From an optimization exercise on the open Yosys and OpenROAD flow, aimed at small area, a short achievable clock period and few clock cycles; shortcuts taken in it are not production practice. RTL that was checked went through simulation tests only; none was proved equivalent to the original. Power is estimated from default activity; no workload was simulated.

==> v33: inputs <==
==> flow/design.v <==
`default_nettype none
package elx_pkg;
  localparam logic [1:0] RUN_NONE  = 2'd0;
  localparam logic [1:0] RUN_NUM   = 2'd1;
  localparam logic [1:0] RUN_LOWER = 2'd2;
  localparam logic [1:0] RUN_UPPER = 2'd3;
  localparam logic [3:0] TK_LPAREN   = 4'd0;
  localparam logic [3:0] TK_RPAREN   = 4'd1;
  localparam logic [3:0] TK_MUL      = 4'd2;
  localparam logic [3:0] TK_DIV      = 4'd3;
  localparam logic [3:0] TK_ADD      = 4'd4;
  localparam logic [3:0] TK_SUB      = 4'd5;
  localparam logic [3:0] TK_MOD      = 4'd6;
  localparam logic [3:0] TK_ASSIGN   = 4'd7;
  localparam logic [3:0] TK_NUMBER   = 4'd8;
  localparam logic [3:0] TK_PRINT    = 4'd9;
  localparam logic [3:0] TK_READ     = 4'd10;
  localparam logic [3:0] TK_VARIABLE = 4'd11;
  localparam logic [3:0] TK_FUNCTION = 4'd12;
  localparam logic [3:0] TK_ERROR    = 4'd13;
  localparam logic [7:0] CH_SPACE  = 8'h20;
  localparam logic [7:0] CH_NL     = 8'h0A;
  localparam logic [7:0] CH_LPAREN = 8'h28;
  localparam logic [7:0] CH_RPAREN = 8'h29;
  localparam logic [7:0] CH_STAR   = 8'h2A;
  localparam logic [7:0] CH_SLASH  = 8'h2F;
  localparam logic [7:0] CH_PLUS   = 8'h2B;
  localparam logic [7:0] CH_MINUS  = 8'h2D;
  localparam logic [7:0] CH_PCT    = 8'h25;
  localparam logic [7:0] CH_EQ     = 8'h3D;
  localparam logic [39:0] KW_PRINT = 40'h74_6E69_7270;
  localparam logic [31:0] KW_READ  = 32'h6461_6572;
  localparam logic [30:0] VALUE_MAX = '1;
  localparam logic [30:0] SAT_EDGE  = 31'd214748364;
endpackage
`default_nettype wire
`default_nettype none
module expression_lexer_core #(
  parameter int MAX_NAME_CHARS = 8,
  parameter int LINE_BITS      = 16
) (
  input  logic        clk,
  input  logic        rst_n,
  input  logic        in_valid,
  output logic        in_stall,
  input  logic [7:0]  in_char_code,
  input  logic        in_end_of_source,
  output logic        out_valid,
  input  logic        out_stall,
  output logic [3:0]  out_token_kind,
  output logic [30:0] out_number_value,
  output logic [63:0] out_name_chars,
  output logic [3:0]  out_name_length,
  output logic        out_name_truncated,
  output logic        out_number_overflow,
  output logic [15:0] out_line_number,
  output logic        out_last_of_run
);
  localparam logic [1:0] RUN_NONE  = elx_pkg::RUN_NONE;
  localparam logic [1:0] RUN_NUM   = elx_pkg::RUN_NUM;
  localparam logic [1:0] RUN_LOWER = elx_pkg::RUN_LOWER;
  localparam logic [1:0] RUN_UPPER = elx_pkg::RUN_UPPER;
  function automatic logic [1:0] byte_class(input logic [7:0] c);
    if (c >= 8'h30 && c <= 8'h39)      byte_class = RUN_NUM;
    else if (c >= 8'h61 && c <= 8'h7A) byte_class = RUN_LOWER;
    else if (c >= 8'h41 && c <= 8'h5A) byte_class = RUN_UPPER;
    else                               byte_class = RUN_NONE;
  endfunction
  function automatic logic [3:0] sym_kind(input logic [7:0] c);
    case (c)
      elx_pkg::CH_LPAREN: sym_kind = elx_pkg::TK_LPAREN;
      elx_pkg::CH_RPAREN: sym_kind = elx_pkg::TK_RPAREN;
      elx_pkg::CH_STAR:   sym_kind = elx_pkg::TK_MUL;
      elx_pkg::CH_SLASH:  sym_kind = elx_pkg::TK_DIV;
      elx_pkg::CH_PLUS:   sym_kind = elx_pkg::TK_ADD;
      elx_pkg::CH_MINUS:  sym_kind = elx_pkg::TK_SUB;
      elx_pkg::CH_PCT:    sym_kind = elx_pkg::TK_MOD;
      elx_pkg::CH_EQ:     sym_kind = elx_pkg::TK_ASSIGN;
      default:            sym_kind = elx_pkg::TK_ERROR;
    endcase
  endfunction
  logic       ib_v0_r, ib_v1_r;
  logic [8:0] ib_d0_r, ib_d1_r;       
  logic       accept;
  logic       pop;
  assign in_stall = ib_v1_r;
  assign accept   = in_valid & ~ib_v1_r;
  always_ff @(posedge clk) begin
    if (!rst_n) begin
      ib_v0_r <= 1'b0;
      ib_v1_r <= 1'b0;
    end else if (pop) begin
      ib_v0_r <= ib_v1_r | accept;
      ib_v1_r <= ib_v1_r & accept;
    end else begin
      ib_v0_r <= ib_v0_r | accept;
      ib_v1_r <= ib_v1_r | (ib_v0_r & accept);
    end
  end
  always_ff @(posedge clk) begin
    if (pop) begin
      ib_d0_r <= ib_v1_r ? ib_d1_r : {in_end_of_source, in_char_code};
    end else if (!ib_v0_r) begin
      ib_d0_r <= {in_end_of_source, in_char_code};
    end
    if ((pop ? ib_v1_r : ib_v0_r) && accept) begin
      ib_d1_r <= {in_end_of_source, in_char_code};
    end
  end
  logic [1:0]  mode_r;       
  logic        fin_r;        
  logic [30:0] vb_r;         
  logic        ovf_r;        
  logic [63:0] nb_r;         
  logic [3:0]  len_r;        
  logic        trunc_r;      
  logic [15:0] line_r;       
  logic        pend_r;       
  logic        sl_v_r;       
  logic [3:0]  sl_k_r;
  logic        o_v_r;        
  logic [3:0]  o_kind_r;
  logic        o_last_r;
  logic        o_num_r;      
  logic [7:0]  o_lane_r;     
  logic [7:0] b;
  logic       eos;
  logic [1:0] cls;
  logic       cont, flush_a, sym, newrun, same_regs;
  logic       o_free, split, close, wait_sl, bs, sel_r;
  assign b         = ib_d0_r[7:0];
  assign eos       = ib_d0_r[8];
  assign cls       = byte_class(b);
  assign cont      = (cls != RUN_NONE) && (cls == mode_r);
  assign flush_a   = ~cont && (mode_r != RUN_NONE);
  assign sym       = (cls == RUN_NONE) && (b != elx_pkg::CH_SPACE) && (b != elx_pkg::CH_NL);
  assign newrun    = (cls != RUN_NONE) && ~cont;
  assign same_regs = cls[1] & mode_r[1];
  assign o_free  = ~o_v_r | ~out_stall;
  assign split   = ib_v0_r & flush_a & newrun & (eos | same_regs);
  assign close   = fin_r | split;
  assign wait_sl = sl_v_r & newrun & eos;
  assign bs      = o_free & ib_v0_r & ~close & ~wait_sl;
  assign pop     = bs;
  assign sel_r   = fin_r | (ib_v0_r & flush_a);
  logic        sat;
  logic [30:0] acc10;
  assign sat   = (vb_r > elx_pkg::SAT_EDGE) || (vb_r == elx_pkg::SAT_EDGE && b[3:0] > 4'd7);
  assign acc10 = {vb_r[27:0], 3'b000} + {vb_r[29:0], 1'b0} + {27'd0, b[3:0]};
  always_ff @(posedge clk) begin
    if (bs) begin
      if (newrun) begin
        if (cls == RUN_NUM) begin
          vb_r  <= {27'd0, b[3:0]};
          ovf_r <= 1'b0;
        end else begin
          nb_r[7:0] <= b;
          len_r     <= 4'd1;
          trunc_r   <= 1'b0;
        end
      end else if (cont) begin
        if (mode_r == RUN_NUM) begin
          vb_r  <= sat ? elx_pkg::VALUE_MAX : acc10;
          ovf_r <= ovf_r | sat;
        end else if (len_r[3]) begin
          trunc_r <= 1'b1;
        end else begin
          for (int i = 1; i < 8; i++) begin
            if (len_r[2:0] == 3'(i)) nb_r[8*i +: 8] <= b;
          end
          len_r <= len_r + 4'd1;
        end
      end
    end
  end
  always_ff @(posedge clk) begin
    if (!rst_n) begin
      mode_r <= RUN_NONE;
      fin_r  <= 1'b0;
    end else if (o_free) begin
      if (close) begin
        mode_r <= RUN_NONE;
        fin_r  <= 1'b0;
      end else if (bs) begin
        if (cont) begin
          fin_r <= eos;
        end else begin
          mode_r <= eos ? RUN_NONE : cls;
        end
      end
    end
  end
  logic       kw_print, kw_read, r_name;
  logic [3:0] r_kind;
  logic [7:0] r_lane;
  assign kw_print = (len_r == 4'd5) && (nb_r[39:0] == elx_pkg::KW_PRINT) && !trunc_r;
  assign kw_read  = (len_r == 4'd4) && (nb_r[31:0] == elx_pkg::KW_READ) && !trunc_r;
  assign r_name   = mode_r[1] && !(mode_r == RUN_LOWER && (kw_print || kw_read));
  always_comb begin
    case (mode_r)
      RUN_NUM:   r_kind = elx_pkg::TK_NUMBER;
      RUN_UPPER: r_kind = elx_pkg::TK_FUNCTION;
      default:   r_kind = kw_print ? elx_pkg::TK_PRINT
                        : kw_read  ? elx_pkg::TK_READ : elx_pkg::TK_VARIABLE;
    endcase
    for (int i = 0; i < 8; i++) r_lane[i] = r_name && (len_r > 4'(i));
  end
  logic [3:0] b_kind;
  always_comb begin
    case (cls)
      RUN_NUM:   b_kind = elx_pkg::TK_NUMBER;
      RUN_LOWER: b_kind = elx_pkg::TK_VARIABLE;
      RUN_UPPER: b_kind = elx_pkg::TK_FUNCTION;
      default:   b_kind = sym_kind(b);
    endcase
  end
  always_ff @(posedge clk) begin
    if (!rst_n) begin
      o_v_r  <= 1'b0;
      sl_v_r <= 1'b0;
      line_r <= 16'd1;
      pend_r <= 1'b0;
    end else if (o_free) begin
      o_v_r  <= close | sl_v_r | (bs & (flush_a | sym | (newrun & eos)));
      sl_v_r <= bs & sym & (sl_v_r | flush_a);
      if (line_r != 16'hFFFF) line_r <= line_r + 16'(pend_r);
      pend_r <= bs & (b == elx_pkg::CH_NL);
    end
  end
  always_ff @(posedge clk) begin
    if (o_free) begin
      sl_k_r <= sym_kind(b);
      if (sel_r) begin
        o_kind_r <= r_kind;
        o_last_r <= fin_r | ~(sym | (newrun & eos));
        o_num_r  <= (mode_r == RUN_NUM);
        o_lane_r <= r_lane;
      end else if (sl_v_r) begin
        o_kind_r <= sl_k_r;
        o_last_r <= 1'b1;
        o_num_r  <= 1'b0;
        o_lane_r <= 8'd0;
      end else begin
        o_kind_r <= b_kind;
        o_last_r <= 1'b1;
        o_num_r  <= (cls == RUN_NUM);
        o_lane_r <= {7'd0, cls[1]};
      end
    end
  end
  always_comb begin
    for (int i = 0; i < 8; i++) out_name_chars[8*i +: 8] = nb_r[8*i +: 8] & {8{o_lane_r[i]}};
  end
  assign out_valid           = o_v_r;
  assign out_token_kind      = o_kind_r;
  assign out_number_value    = vb_r & {31{o_num_r}};
  assign out_name_length     = len_r & {4{o_lane_r[0]}};
  assign out_name_truncated  = trunc_r & o_lane_r[0];
  assign out_number_overflow = ovf_r & o_num_r;
  assign out_line_number     = line_r;
  assign out_last_of_run     = o_last_r;
endmodule
`default_nettype wire
==> flow/run.sh <==
#!/bin/bash
# synth_recipe.tcl (not shown) runs the flow's synth.tcl, then flattens the netlist and writes it again
# the make line also repeats each setting of config.mk as NAME=value (left out here)
make -C /OpenROAD-flow-scripts/flow DESIGN_CONFIG=/design/flow/config.mk WORK_HOME=/design/flow/orfs CLKGATE_MAP_FILE= SYNTH_SCRIPT=/design/flow/synth_recipe.tcl finish
==> flow/config.mk <==
export PLATFORM = sky130hd
export DESIGN_NAME = expression_lexer_core
export DESIGN_NICKNAME = expression_lexer_core
export VERILOG_FILES = /design/flow/design.v
export SDC_FILE = /design/flow/constraint.sdc
export NUM_CORES = 4
export LEC_CHECK = 0
export ABC_CLOCK_PERIOD_IN_PS = 2500
export CAP_MARGIN = 20
export CORE_MARGIN = 2
export CORE_UTILIZATION = 40
export SETUP_SLACK_MARGIN = 4.2
export SLEW_MARGIN = 20
==> flow/constraint.sdc <==
create_clock -name core_clock -period 7.0 [get_ports {clk}]
set_input_delay 1.4000 -clock core_clock [delete_from_list [all_inputs] [get_ports {clk}]]
set_output_delay 1.4000 -clock core_clock [all_outputs]
set_load 0.01 [all_outputs]
==> v34: changes against v33 <==
--- a/flow/design.v
+++ b/flow/design.v
@@ -79,12 +79,18 @@
       default:            sym_kind = elx_pkg::TK_ERROR;
     endcase
   endfunction
-  logic       ib_v0_r, ib_v1_r;
-  logic [8:0] ib_d0_r, ib_d1_r;       
-  logic       accept;
-  logic       pop;
+  localparam int IBW = 13;
+  logic           ib_v0_r, ib_v1_r;
+  logic [IBW-1:0] ib_d0_r, ib_d1_r;
+  logic [IBW-1:0] in_word;
+  logic [1:0]     in_cls;
+  logic           accept;
+  logic           pop;
   assign in_stall = ib_v1_r;
   assign accept   = in_valid & ~ib_v1_r;
+  assign in_cls   = byte_class(in_char_code);
+  assign in_word  = {in_char_code == elx_pkg::CH_NL, in_cls == RUN_UPPER, in_cls == RUN_LOWER,
+                     in_cls == RUN_NUM, in_end_of_source, in_char_code};
   always_ff @(posedge clk) begin
     if (!rst_n) begin
       ib_v0_r <= 1'b0;
@@ -99,21 +105,19 @@
   end
   always_ff @(posedge clk) begin
     if (pop) begin
-      ib_d0_r <= ib_v1_r ? ib_d1_r : {in_end_of_source, in_char_code};
+      ib_d0_r <= ib_v1_r ? ib_d1_r : in_word;
     end else if (!ib_v0_r) begin
-      ib_d0_r <= {in_end_of_source, in_char_code};
+      ib_d0_r <= in_word;
     end
     if ((pop ? ib_v1_r : ib_v0_r) && accept) begin
-      ib_d1_r <= {in_end_of_source, in_char_code};
+      ib_d1_r <= in_word;
     end
   end
   logic [1:0]  mode_r;       
   logic        fin_r;        
-  logic [30:0] vb_r;         
-  logic        ovf_r;        
-  logic [63:0] nb_r;         
+  logic [63:0] x_r;          
   logic [3:0]  len_r;        
-  logic        trunc_r;      
+  logic        flag_r;       
   logic [15:0] line_r;       
   logic        pend_r;       
   logic        sl_v_r;       
@@ -126,18 +130,24 @@
   logic [7:0] b;
   logic       eos;
   logic [1:0] cls;
-  logic       cont, flush_a, sym, newrun, same_regs;
+  logic       cont, flush_a, sym, newrun;
   logic       o_free, split, close, wait_sl, bs, sel_r;
+  logic       is_num, is_low, is_up, is_nl, is_run;
   assign b         = ib_d0_r[7:0];
   assign eos       = ib_d0_r[8];
-  assign cls       = byte_class(b);
-  assign cont      = (cls != RUN_NONE) && (cls == mode_r);
+  assign is_num    = ib_d0_r[9];
+  assign is_low    = ib_d0_r[10];
+  assign is_up     = ib_d0_r[11];
+  assign is_nl     = ib_d0_r[12];
+  assign is_run    = is_num | is_low | is_up;
+  assign cls       = {is_low | is_up, is_num | is_up};
+  assign cont      = (is_num & (mode_r == RUN_NUM)) | (is_low & (mode_r == RUN_LOWER))
+                   | (is_up & (mode_r == RUN_UPPER));
   assign flush_a   = ~cont && (mode_r != RUN_NONE);
-  assign sym       = (cls == RUN_NONE) && (b != elx_pkg::CH_SPACE) && (b != elx_pkg::CH_NL);
-  assign newrun    = (cls != RUN_NONE) && ~cont;
-  assign same_regs = cls[1] & mode_r[1];
+  assign sym       = ~is_run && (b != elx_pkg::CH_SPACE) && ~is_nl;
+  assign newrun    = is_run && ~cont;
   assign o_free  = ~o_v_r | ~out_stall;
-  assign split   = ib_v0_r & flush_a & newrun & (eos | same_regs);
+  assign split   = ib_v0_r & flush_a & newrun;
   assign close   = fin_r | split;
   assign wait_sl = sl_v_r & newrun & eos;
   assign bs      = o_free & ib_v0_r & ~close & ~wait_sl;
@@ -145,29 +155,30 @@
   assign sel_r   = fin_r | (ib_v0_r & flush_a);
   logic        sat;
   logic [30:0] acc10;
-  assign sat   = (vb_r > elx_pkg::SAT_EDGE) || (vb_r == elx_pkg::SAT_EDGE && b[3:0] > 4'd7);
-  assign acc10 = {vb_r[27:0], 3'b000} + {vb_r[29:0], 1'b0} + {27'd0, b[3:0]};
-  always_ff @(posedge clk) begin
+  assign sat   = (x_r[30:0] > elx_pkg::SAT_EDGE)
+              || (x_r[30:0] == elx_pkg::SAT_EDGE && b[3:0] > 4'd7);
+  assign acc10 = {x_r[27:0], 3'b000} + {x_r[29:0], 1'b0} + {27'd0, b[3:0]};
+  always_ff @(posedge clk) begin
+    for (int i = 1; i < 8; i++) begin
+      if (len_r == 4'(i)) x_r[8*i +: 8] <= b;
+    end
     if (bs) begin
       if (newrun) begin
-        if (cls == RUN_NUM) begin
-          vb_r  <= {27'd0, b[3:0]};
-          ovf_r <= 1'b0;
+        flag_r <= 1'b0;
+        if (is_num) begin
+          x_r[30:0] <= {27'd0, b[3:0]};
+          len_r     <= 4'd0;
         end else begin
-          nb_r[7:0] <= b;
-          len_r     <= 4'd1;
-          trunc_r   <= 1'b0;
+          x_r[7:0] <= b;
+          len_r    <= 4'd1;
         end
       end else if (cont) begin
         if (mode_r == RUN_NUM) begin
-          vb_r  <= sat ? elx_pkg::VALUE_MAX : acc10;
-          ovf_r <= ovf_r | sat;
+          x_r[30:0] <= sat ? elx_pkg::VALUE_MAX : acc10;
+          flag_r    <= flag_r | sat;
         end else if (len_r[3]) begin
-          trunc_r <= 1'b1;
+          flag_r <= 1'b1;
         end else begin
-          for (int i = 1; i < 8; i++) begin
-            if (len_r[2:0] == 3'(i)) nb_r[8*i +: 8] <= b;
-          end
           len_r <= len_r + 4'd1;
         end
       end
@@ -193,8 +204,8 @@
   logic       kw_print, kw_read, r_name;
   logic [3:0] r_kind;
   logic [7:0] r_lane;
-  assign kw_print = (len_r == 4'd5) && (nb_r[39:0] == elx_pkg::KW_PRINT) && !trunc_r;
-  assign kw_read  = (len_r == 4'd4) && (nb_r[31:0] == elx_pkg::KW_READ) && !trunc_r;
+  assign kw_print = (len_r == 4'd5) && (x_r[39:0] == elx_pkg::KW_PRINT) && !flag_r;
+  assign kw_read  = (len_r == 4'd4) && (x_r[31:0] == elx_pkg::KW_READ) && !flag_r;
   assign r_name   = mode_r[1] && !(mode_r == RUN_LOWER && (kw_print || kw_read));
   always_comb begin
     case (mode_r)
@@ -224,7 +235,7 @@
       o_v_r  <= close | sl_v_r | (bs & (flush_a | sym | (newrun & eos)));
       sl_v_r <= bs & sym & (sl_v_r | flush_a);
       if (line_r != 16'hFFFF) line_r <= line_r + 16'(pend_r);
-      pend_r <= bs & (b == elx_pkg::CH_NL);
+      pend_r <= bs & is_nl;
     end
   end
   always_ff @(posedge clk) begin
@@ -249,14 +260,14 @@
     end
   end
   always_comb begin
-    for (int i = 0; i < 8; i++) out_name_chars[8*i +: 8] = nb_r[8*i +: 8] & {8{o_lane_r[i]}};
+    for (int i = 0; i < 8; i++) out_name_chars[8*i +: 8] = x_r[8*i +: 8] & {8{o_lane_r[i]}};
   end
   assign out_valid           = o_v_r;
   assign out_token_kind      = o_kind_r;
-  assign out_number_value    = vb_r & {31{o_num_r}};
+  assign out_number_value    = x_r[30:0] & {31{o_num_r}};
   assign out_name_length     = len_r & {4{o_lane_r[0]}};
-  assign out_name_truncated  = trunc_r & o_lane_r[0];
-  assign out_number_overflow = ovf_r & o_num_r;
+  assign out_name_truncated  = flag_r & o_lane_r[0];
+  assign out_number_overflow = flag_r & o_num_r;
   assign out_line_number     = line_r;
   assign out_last_of_run     = o_last_r;
 endmodule
==> flow/flow/run.sh (new file) <==
#!/bin/bash
# Standard synthesis unchanged, then the standard layout with every port
# buffered by a buf_2 (instead of the delay buffer buffer_ports picks).
set -euo pipefail
bash standard.sh synth > synth.log 2>&1
bash standard.sh "BUFFER_PORTS_ARGS=-buffer_cell sky130_fd_sc_hd__buf_2" finish > layout.log 2>&1
==> flow/standard.sh (new file) <==
#!/bin/bash
# synth_recipe.tcl (not shown) runs the flow's synth.tcl, then flattens the netlist and writes it again
# the make line also repeats each setting of config.mk as NAME=value (left out here)
make -C /OpenROAD-flow-scripts/flow DESIGN_CONFIG=/design/flow/config.mk WORK_HOME=/design/flow/orfs CLKGATE_MAP_FILE= SYNTH_SCRIPT=/design/flow/synth_recipe.tcl "${@:-finish}"
Settings changed: ABC_AREA set to 1, ABC_CLOCK_PERIOD_IN_PS 2500 to not set, CTS_BUF_LIST set to sky130_fd_sc_hd__clkbuf_8, SETUP_SLACK_MARGIN 4.2 to 4.1.
removed: flow/run.sh
==> comparison <==
Against v34, the sequential share of layout area of v33 is higher by 2.6 points.
Clock skew is about the same in v34 and v33.
Power: v34 is larger than v33 (about 60%).
Maximum frequency: v34 is higher than v33 (about 13%).
Between v33 and v34, the lower worst setup slack is in v33 (gap 380 ps).
Between v34 and v33, the lower die area is in v33 (gap about 10%, measured against v33).
Against v33, the synthesized area of v34 is larger by about 10%.
In v34 the clock power is smaller than in v33, by about 33%.
Against v34, the via count of v33 is smaller by about 20%.
Of v34 and v33, v33 has the higher critical path depth (gap 8).
In v34 the non-clock buffer count is lower than in v33, by 116.
Testbench counts of v34, summed over its fixed seeds: cycles 24,069.
The RTL of v33 was laid out without a check of its function.

-- re-timing with driven ports --
The results above use ideal ports. As a check the final layouts listed here were re-extracted and re-timed, cells and wires unchanged. Step 1 sets driving cells, clkbuf_16 on the clock port and buf_2 on the other inputs (assumed; they add their load-dependent delay and slew). Step 2 moves the port delays by t, midway between the first and last clock arrival at a register: inputs arrive t later, outputs are due t later. That takes back most of the time a late clock gives input paths. a / b / c = ideal / step 1 / step 2; a / b = the first two.
| run | t (ns) | setup WS [ns] | latest minus earliest clock arrival (ns) | cell pins on the clock port's net |
|---|---|---|---|---|
| v33 | 0.472 | 3.762 / 3.762 / 3.673 | 0.013 / 0.013 | 1 |
| v34 | 0.482 | 4.139 / 4.098 / 3.909 | 0.013 / 0.013 | 1 |
After both steps setup and hold are still met in every run listed. The setup slack of v34, which loses most, moves by -0.041 ns with the drivers and by -0.230 ns with both steps.
